Background: an optimization exercise with open tools, aiming at small area, a short achievable clock period and few clock cycles. Do not read the settings as production practice. No functional check of the RTL was part of this run. Power figures rest on the tool's default switching activity, not on a simulated workload.

**flow/run.sh**
```bash
#!/bin/bash
# synth_recipe.tcl (not shown) runs the flow's synth.tcl, then flattens the netlist and writes it again
# the make line also repeats each setting of config.mk as NAME=value (left out here)
make -C /OpenROAD-flow-scripts/flow DESIGN_CONFIG=/design/flow/config.mk WORK_HOME=/design/flow/orfs CLKGATE_MAP_FILE= SYNTH_SCRIPT=/design/flow/synth_recipe.tcl finish
```
**flow/config.mk**
```make
export PLATFORM = sky130hd
export DESIGN_NAME = flexka
export DESIGN_NICKNAME = flexka
export VERILOG_FILES = /design/flow/design.v
export SDC_FILE = /design/flow/constraint.sdc
export NUM_CORES = 4
export LEC_CHECK = 0
export ABC_CLOCK_PERIOD_IN_PS = 2800
export CAP_MARGIN = 20
export CORE_MARGIN = 2
export CORE_UTILIZATION = 40
export SETUP_SLACK_MARGIN = 5
export SLEW_MARGIN = 20
```
**flow/constraint.sdc**
```tcl
create_clock -name core_clock -period 8.0 [get_ports {clk}]
set_input_delay 1.6000 -clock core_clock [delete_from_list [all_inputs] [get_ports {clk}]]
set_output_delay 1.6000 -clock core_clock [all_outputs]
set_load 0.01 [all_outputs]
```
**flow/design.v**
```verilog
package flexka_pkg;
  typedef logic [16-1:0] word_t;
  typedef logic [$clog2(8):0] in_addr_t;
  typedef logic [$clog2(16)-1:0] out_addr_t;
  typedef logic [31:0] cycle_t;
  typedef enum logic [2:0] {
    NONE    = 3'd0,
    SIZE_A  = 3'd1,
    SIZE_B  = 3'd2,
    DATA_A  = 3'd3,
    DATA_B  = 3'd4,
    OUTADDR = 3'd5,
    START   = 3'd6
  } command_e;
  typedef enum logic [1:0] {
    IDLE, CLEAR, MULTIPLY, FLUSH
  } state_e;
endpackage
`timescale 1ns/100ps
module flexka (
  input  logic        clk,
  input  logic        rstn,
  input  logic        cmd_valid,
  input  logic [2:0]  cmd,
  input  logic [15:0] cmd_data,
  output logic [1:0]  flexka_state,
  output logic [15:0] out_data,
  output logic [31:0] elapsed_cycles
);
  localparam logic [2:0] C_SIZE_A = 3'd1, C_SIZE_B = 3'd2, C_DATA_A = 3'd3,
                         C_DATA_B = 3'd4, C_OUTADDR = 3'd5, C_START = 3'd6;
  localparam int AW = 37;
  localparam int NP = 3;
  function automatic logic [63:0] csa32(input logic [31:0] x, y, z);
    csa32 = {((x & y) | (x & z) | (y & z)) << 1, x ^ y ^ z};
  endfunction
  function automatic logic [2*AW-1:0] csaw(input logic [AW-1:0] x, y, z);
    csaw = {((x & y) | (x & z) | (y & z)) << 1, x ^ y ^ z};
  endfunction
  logic is_sa, is_sb, is_da, is_db, is_oa, is_st;
  assign is_sa = cmd_valid && cmd == C_SIZE_A;
  assign is_sb = cmd_valid && cmd == C_SIZE_B;
  assign is_da = cmd_valid && cmd == C_DATA_A;
  assign is_db = cmd_valid && cmd == C_DATA_B;
  assign is_oa = cmd_valid && cmd == C_OUTADDR;
  assign is_st = cmd_valid && cmd == C_START;
  logic busy;       
  logic running;    
  logic [15:0] mem_a [8];
  logic [15:0] mem_b [8];
  logic [2:0]  ptr_a, ptr_b;
  logic [2:0]  na1, nb1;   
  logic [3:0]  wcnt;       
  always_ff @(posedge clk) begin
    if (!rstn) begin
      ptr_a <= '0;
      ptr_b <= '0;
    end else begin
      if (is_sa) ptr_a <= '0;
      else if (is_da) ptr_a <= ptr_a + 3'd1;
      if (is_sb) ptr_b <= '0;
      else if (is_db) ptr_b <= ptr_b + 3'd1;
    end
    if (is_sb) wcnt <= '0;
    else if (is_db && !wcnt[3]) wcnt <= wcnt + 4'd1;
    if (is_sa) na1 <= cmd_data[2:0] - 3'd1;
    if (is_sb) nb1 <= cmd_data[2:0] - 3'd1;
    for (int k = 0; k < 8; k++) begin
      if (is_da && ptr_a == 3'(k)) mem_a[k] <= cmd_data;
      if (is_db && ptr_b == 3'(k)) mem_b[k] <= cmd_data;
    end
  end
  logic start, spec_ok, restart, kill;
  assign start = is_st && !busy;
  always_ff @(posedge clk) begin
    if (!rstn) spec_ok <= 1'b0;
    else if (is_sb && !busy) spec_ok <= 1'b1;
    else if (start || is_sa || is_da || (is_db && wcnt[3])) spec_ok <= 1'b0;
  end
  assign restart = !busy && (is_sb || (start && !spec_ok));
  assign kill    = !rstn || (!busy && (is_sa || is_da || (is_db && wcnt[3])));
  logic        eng, first_p;
  logic [2:0]  ci, cj, ci0, cj0;
  logic [1:0]  nce;          
  logic        ce, last, issue;
  logic [15:0] opa, opb;
  logic        a_v, a_first, a_ce, a_last;
  assign ce    = (ci == na1) || (cj == 3'd0);
  assign last  = ce && (ci0 == na1) && (cj0 == nb1);
  assign issue = eng && (running || ({1'b0, cj} < wcnt)) &&
                 (running || !ce || nce != 2'(NP));
  always_ff @(posedge clk) begin
    if (kill || restart) begin
      eng     <= restart && rstn;
      first_p <= 1'b1;
      nce     <= '0;
      ci <= '0; cj <= '0; ci0 <= '0; cj0 <= '0;
      a_v <= 1'b0;
    end else begin
      a_v <= issue;
      if (issue) begin
        first_p <= 1'b0;
        if (last) eng <= 1'b0;
        if (ce && !running) nce <= nce + 2'd1;
        if (!ce) begin
          ci <= ci + 3'd1; cj <= cj - 3'd1;
        end else if (cj0 != nb1) begin
          ci <= ci0; cj <= cj0 + 3'd1; cj0 <= cj0 + 3'd1;
        end else begin
          ci <= ci0 + 3'd1; cj <= cj0; ci0 <= ci0 + 3'd1;
        end
      end
    end
    a_first <= first_p;
    a_ce    <= ce;
    a_last  <= last;
    opa <= mem_a[ci];
    opb <= mem_b[cj];
  end
  logic [31:0] pp [16];
  logic [31:0] l1 [11];
  logic [31:0] l2 [8];
  logic [31:0] l3 [6];
  logic [31:0] l4 [4];
  always_comb begin
    for (int k = 0; k < 16; k++) pp[k] = opb[k] ? (32'(opa) << k) : 32'd0;
    for (int g = 0; g < 5; g++) {l1[2*g+1], l1[2*g]} = csa32(pp[3*g], pp[3*g+1], pp[3*g+2]);
    l1[10] = pp[15];
    for (int g = 0; g < 3; g++) {l2[2*g+1], l2[2*g]} = csa32(l1[3*g], l1[3*g+1], l1[3*g+2]);
    l2[6] = l1[9];
    l2[7] = l1[10];
    for (int g = 0; g < 2; g++) {l3[2*g+1], l3[2*g]} = csa32(l2[3*g], l2[3*g+1], l2[3*g+2]);
    l3[4] = l2[6];
    l3[5] = l2[7];
    for (int g = 0; g < 2; g++) {l4[2*g+1], l4[2*g]} = csa32(l3[3*g], l3[3*g+1], l3[3*g+2]);
  end
  logic [31:0]   br [4];
  logic          b_v, b_first, b_ce, b_last;
  logic [AW-1:0] acc_s, acc_c;
  always_ff @(posedge clk) begin
    if (kill || restart) b_v <= 1'b0;
    else b_v <= a_v;
    b_first <= a_first;
    b_ce    <= a_ce;
    b_last  <= a_last;
    for (int k = 0; k < 4; k++) br[k] <= l4[k];
  end
  logic [AW-1:0] x_s, x_c, t1s, t1c, t2s, t2c, t3s, t3c, t4s, t4c;
  always_comb begin
    x_s = b_first ? '0 : acc_s;
    x_c = b_first ? '0 : acc_c;
    {t1c, t1s} = csaw(AW'(br[0]), AW'(br[1]), AW'(br[2]));
    {t2c, t2s} = csaw(AW'(br[3]), x_s, x_c);
    {t3c, t3s} = csaw(t1s, t1c, t2s);
    {t4c, t4s} = csaw(t2c, t3s, t3c);
  end
  logic        c_v, c_last;
  logic [15:0] e_s, e_c;
  always_ff @(posedge clk) begin
    if (kill || restart) c_v <= 1'b0;
    else c_v <= b_v && b_ce;
    c_last <= b_last;
    e_s <= t4s[15:0];
    e_c <= t4c[15:0];
    if (b_v) begin
      if (b_ce) begin
        acc_s <= AW'(t4s[AW-1:16]);
        acc_c <= AW'(t4c[AW-1:16]);
      end else begin
        acc_s <= t4s;
        acc_c <= t4c;
      end
    end
  end
  logic [3:0]  wk;
  logic        cout_r, fin, copy;
  logic [15:0] mem_p [15];
  logic [15:0] pw [NP];
  logic [16:0] wsum;
  assign wsum = 17'(e_s) + 17'(e_c) + 17'(cout_r);
  always_ff @(posedge clk) begin
    if (kill || restart) begin
      wk     <= '0;
      cout_r <= 1'b0;
      fin    <= 1'b0;
    end else if (c_v) begin
      wk     <= wk + 4'd1;
      cout_r <= wsum[16];
      if (c_last) fin <= 1'b1;
    end
    for (int k = 0; k < NP; k++)
      if (c_v && !running && wk == 4'(k)) pw[k] <= wsum[15:0];
    for (int k = 0; k < 15; k++) begin
      if (c_v && running && wk == 4'(k)) mem_p[k] <= wsum[15:0];
      else if (k < NP && copy && 4'(k) < wk) mem_p[k] <= pw[k];
    end
  end
  logic [6:0] cnt;
  logic [3:0] plen;     
  always_ff @(posedge clk) begin
    if (!rstn) begin
      busy    <= 1'b0;
      running <= 1'b0;
      copy    <= 1'b0;
      cnt     <= '0;
    end else begin
      copy <= start;
      if (start) begin
        busy    <= 1'b1;
        running <= 1'b1;
      end else if (busy && !copy && (fin || (c_v && c_last))) begin
        busy    <= 1'b0;
        running <= 1'b0;
      end
      if (start) cnt <= '0;
      else if (busy) cnt <= cnt + 7'd1;
    end
    if (start) plen <= 4'(na1) + 4'(nb1) + 4'd1;
  end
  logic        frozen;
  logic [3:0]  ra0, ra1;
  logic [15:0] out_q, top, top_r;
  assign top = acc_s[15:0] + acc_c[15:0] + 16'(cout_r);
  always_ff @(posedge clk) begin
    if (!rstn || start) frozen <= 1'b0;
    else if (kill || restart) frozen <= 1'b1;
    if (!frozen) top_r <= top;
  end
  always_ff @(posedge clk) begin
    if (!rstn) begin
      ra0 <= '0;
      ra1 <= '0;
    end else begin
      if (is_oa) ra0 <= cmd_data[3:0];
      ra1 <= ra0;
    end
    if (ra1 == plen) out_q <= frozen ? top_r : top;
    else if (ra1 < plen) out_q <= mem_p[ra1];
    else out_q <= '0;
  end
  assign flexka_state   = {1'b0, busy};
  assign out_data       = out_q;
  assign elapsed_cycles = {25'b0, cnt};
endmodule
```
==> run summary <==
## power by group
part	leakage (nW)	internal [mW]	switching, mW	total, mW
Clock	1.49	2.52	1.84	4.36
Combinational	9.03	3.71	5.33	9.04
Sequential	7.69	5.98	0.647	6.63
## area by class of cell
type                    count  area share (%)
flip-flops and latches    870            50.1
multi-input cells        1909            34.8
clock buffers             134            5.48
well taps                1391            3.66
inverters                 378            3.01
repair buffers             96            1.80
clock inverters            41            1.06
repair inverters            1          0.0158
diodes                      1         0.00527
## sequential cells by signal (all words and copies together) (netlist names), 4 cells and up
register / count
mem_p: 240
acc_s: 37
mem_a: 128
mem_b: 128
out_q: 16
cnt: 7
top_r: 16
wk: 4
ra0: 4
plen: 4
pw: 48
opa: 16
e_s: 16
wcnt: 4
acc_c: 37
br: 87
opb: 16
e_c: 14
ra1: 4
## critical path, cell delays in order
cell	delay (ps)
clkdlybuf4s50_1	670
and4bb_2	540
and3_2	520
## routing by layer
| layer | share of wire [%] | wire, um |
|---|---|---|
| met5 | 0 | 0 |
| met1 | 43 | 45200 |
| met4 | 3.8 | 3980 |
| met2 | 48 | 50200 |
| met3 | 5.9 | 6190 |
## cell families after synthesis
| kind of cell | count (synthesis) |
|---|---|
| AOI/OAI and AO/OA | 454 |
| xor gates and xnor gates | 55 |
| adders and majority gates | 405 |
| buffers and inverters | 552 |
| DFF | 870 |
| muxes | 155 |
| other | 1 |
| and+or+nand+nor | 814 |
## through the flow
stage                     instances  power, mW  worst slack [ps]  hold slack, ps  utilization, %
after floorplan                3331       12.8              4960             310               -
after CTS                      4810       20.1              4750             317            45.0
after global routing           4820       21.8              4870             331            45.2
after detailed placement       4630       15.7              4130             312            41.9
after global placement         4630       15.4              4160             311            41.9
final                          4821       20.0              4950             316            45.2
## layout by cell type (no fill, tap or decap), types with 23 or more instances in the layout
master,instances
and2_1,119
ha_1,145
mux2_2,103
mux2i_1,48
conb_1,26
edfxtp_1,629
a221oi_1,30
nor2b_1,94
nand2b_1,48
nand3_1,31
clkbuf_1,31
nor2_1,136
dfxtp_4,25
buf_4,43
xor2_1,31
nand2_1,288
nor3_1,23
a22oi_1,45
inv_1,372
fa_1,259
a222oi_1,28
clkbuf_16,96
o21ai_0,99
a21oi_1,90
dfxtp_1,201
## worst min path at each step
stage	start	endpoint	slack, ps
final	b_last	c_last	320
after floorplan	a_ce	b_ce	310
after detailed placement	b_last	c_last	310
after CTS	b_last	c_last	320
after global routing	a_first	b_first	330
after global placement	a_first	b_first	310
## timing repair
item	in CTS	in global routing
setup buffers	5	8
pin swaps	0	1
resized for setup	78	39
gates cloned	0	2
endpoints found under the setup margin	219	330
==> flow_metrics.env <==
export IMPL_status="no timing/DRC/antenna violations"
export IMPL_fillers=9594
export IMPL_synth_xor_area_share_pct=1.14
export IMPL_crit_type="in -> reg"
export IMPL_synth_seq_cells=870
export IMPL_fin_skew_ps=37.7
export IMPL_synth_top_family_by_area="adder cells"
export IMPL_ant_nets=0
export IMPL_synth_area_leaders="edfxtp_1 (45%), fa_1 (12%), dfxtp_1 (11%), ha_1 (4.3%), inv_1 (3.3%)"
export IMPL_cp_startpoint="cmd[2]"
export IMPL_dp_hpwl_mm=69.9
export IMPL_use_met3_pct=3.03
export IMPL_synth_edf_count=629
export IMPL_syn_area_um2=42300
export IMPL_grt_overflow=0
export IMPL_async_flop_share_pct=0
export IMPL_r2r_cells=7
export IMPL_die_y_um=329
export IMPL_cts_hold_fix_buffers=0
export IMPL_core_area_um2=105000
export IMPL_tns_ps=0
export IMPL_totalWireLength_mm=106
export IMPL_grt_busiest_layer="met2"
export IMPL_yosysSeqAreaShare_pct=56.1
export IMPL_synth_avg_cell_area_um2=12.8
export IMPL_finalNetCount=3776
export IMPL_fp_dieArea_um2=108000
export IMPL_grtUsageMet2_pct=31.9
export IMPL_synthTopCellsByCount="edfxtp_1 (629), inv_1 (376), nand2_1 (291)"
export IMPL_synth_top_cell_area_share_pct=44.7
export IMPL_wl_per_cell_um=21.9
export IMPL_placed_area_um2=44100
export IMPL_powerDensity_nw_per_um2=421
export IMPL_dr_first_iter_drc_count=2210
export IMPL_use_met1_pct=26.1
export IMPL_cts_clk_slew_worst_paths_ps=50
export IMPL_cts_num_sinks=870
export IMPL_clock_path_buffers=3
export IMPL_num_vias=25100
export IMPL_drive_above_1_share_pct=11.1
export IMPL_drv_cap=0
export IMPL_synth_flop_cell="edfxtp_1"
export IMPL_ys_warn_count=11
export IMPL_startpoint_type="input port"
export IMPL_port_buffers=45
export IMPL_synth_compound_area_share_pct=7.49
export IMPL_finalCritPeriodShare_pct=38.1
export IMPL_end_kind="flop"
export IMPL_setup_viol=0
export IMPL_synth_largest_area_cell="edfxtp_1"
export IMPL_htree_levels=3
export IMPL_synthSimpleGateAreaFrac_pct=9.44
export IMPL_clock_fmax_mhz=328
export IMPL_via_per_inst=5.21
export IMPL_grt_max_degree=80
export IMPL_multi_input_area_um2=16600
export IMPL_ir_drop_v=0.000238
export IMPL_hp_class="reg -> reg"
export IMPL_required_ps=8310
export IMPL_crit_arrival_ps=3350
export IMPL_final_seq_area_um2=23800
export IMPL_grt_pass1_wl_mm=158
export IMPL_endpoint="mem_b[2][15]"
export IMPL_die_w_um=329
export IMPL_reg2reg_to="out_q[2]"
export IMPL_final_area_um2=47500
export IMPL_start_util_pct=40.2
export IMPL_final_hold_viol_count=0
export IMPL_crit_fanout=16
export IMPL_maxSlewHeadroom_pct=22.2
export IMPL_cts_inserted_buffers=93
export IMPL_r2r_start="ra1[0]"
export IMPL_fp_row_count=119
export IMPL_leakage_nw=18.2
export IMPL_synthAdderAreaFrac_pct=16.6
export IMPL_period_needed_ps=3050
export IMPL_antenna_found_initial=1
export IMPL_ios=72
export IMPL_worstSkewPairLatency_ps=690
export IMPL_yosysMostFrequentCell="edfxtp_1"
export IMPL_route_detailed_drc=0
export IMPL_min_path_cells=0
export IMPL_syn_to_final_growth_pct=12.4
export IMPL_synth_distinct_cells=85
export IMPL_syn_inst=3306
export IMPL_r2r_slack_ps=5040
export IMPL_dr_pass1_iters=5
export IMPL_gp_congestion=0.846
export IMPL_slew_violations=0
export IMPL_synthMuxAreaShare_pct=4.01
export IMPL_grt_usage_pct=19.5
export IMPL_root_buffer="clkbuf_16"
export IMPL_tightest_slew_ps=1170
export IMPL_rsz0062_at_grt="yes"
export IMPL_cts_tree="yes"
export IMPL_grt_pass1_vias=25500

what the ideal ports hide:
How much do the figures lean on ideal ports? The routed layout below was timed once more, with nothing changed but the port constraints. Step 1 (the two cells are an assumption about what drives the block):
set clk [get_ports {clk}]
set_driving_cell -lib_cell sky130_fd_sc_hd__clkbuf_16 $clk
set_driving_cell -lib_cell sky130_fd_sc_hd__buf_2 [delete_from_list [all_inputs] $clk]
Step 2 moves the port delays by t, midway between the first and last clock arrival at a register: inputs arrive t later, outputs are due t later. That takes back most of the time a late clock gives input paths. a / b / c = ideal ports / drivers / drivers and shift; a / b = the first two.
t, ns: 0.737
setup slack, ns: 4.955 / 4.890 / 4.239
worst setup path at the end: input to register
slew at the worst register clock pin (ns): 0.07 / 0.07
worst slew at a driven data input, ns: 0.05
After both steps this run still meets setup and hold. The setup slack of this run moves by -0.065 ns with the drivers and by -0.716 ns with both steps.
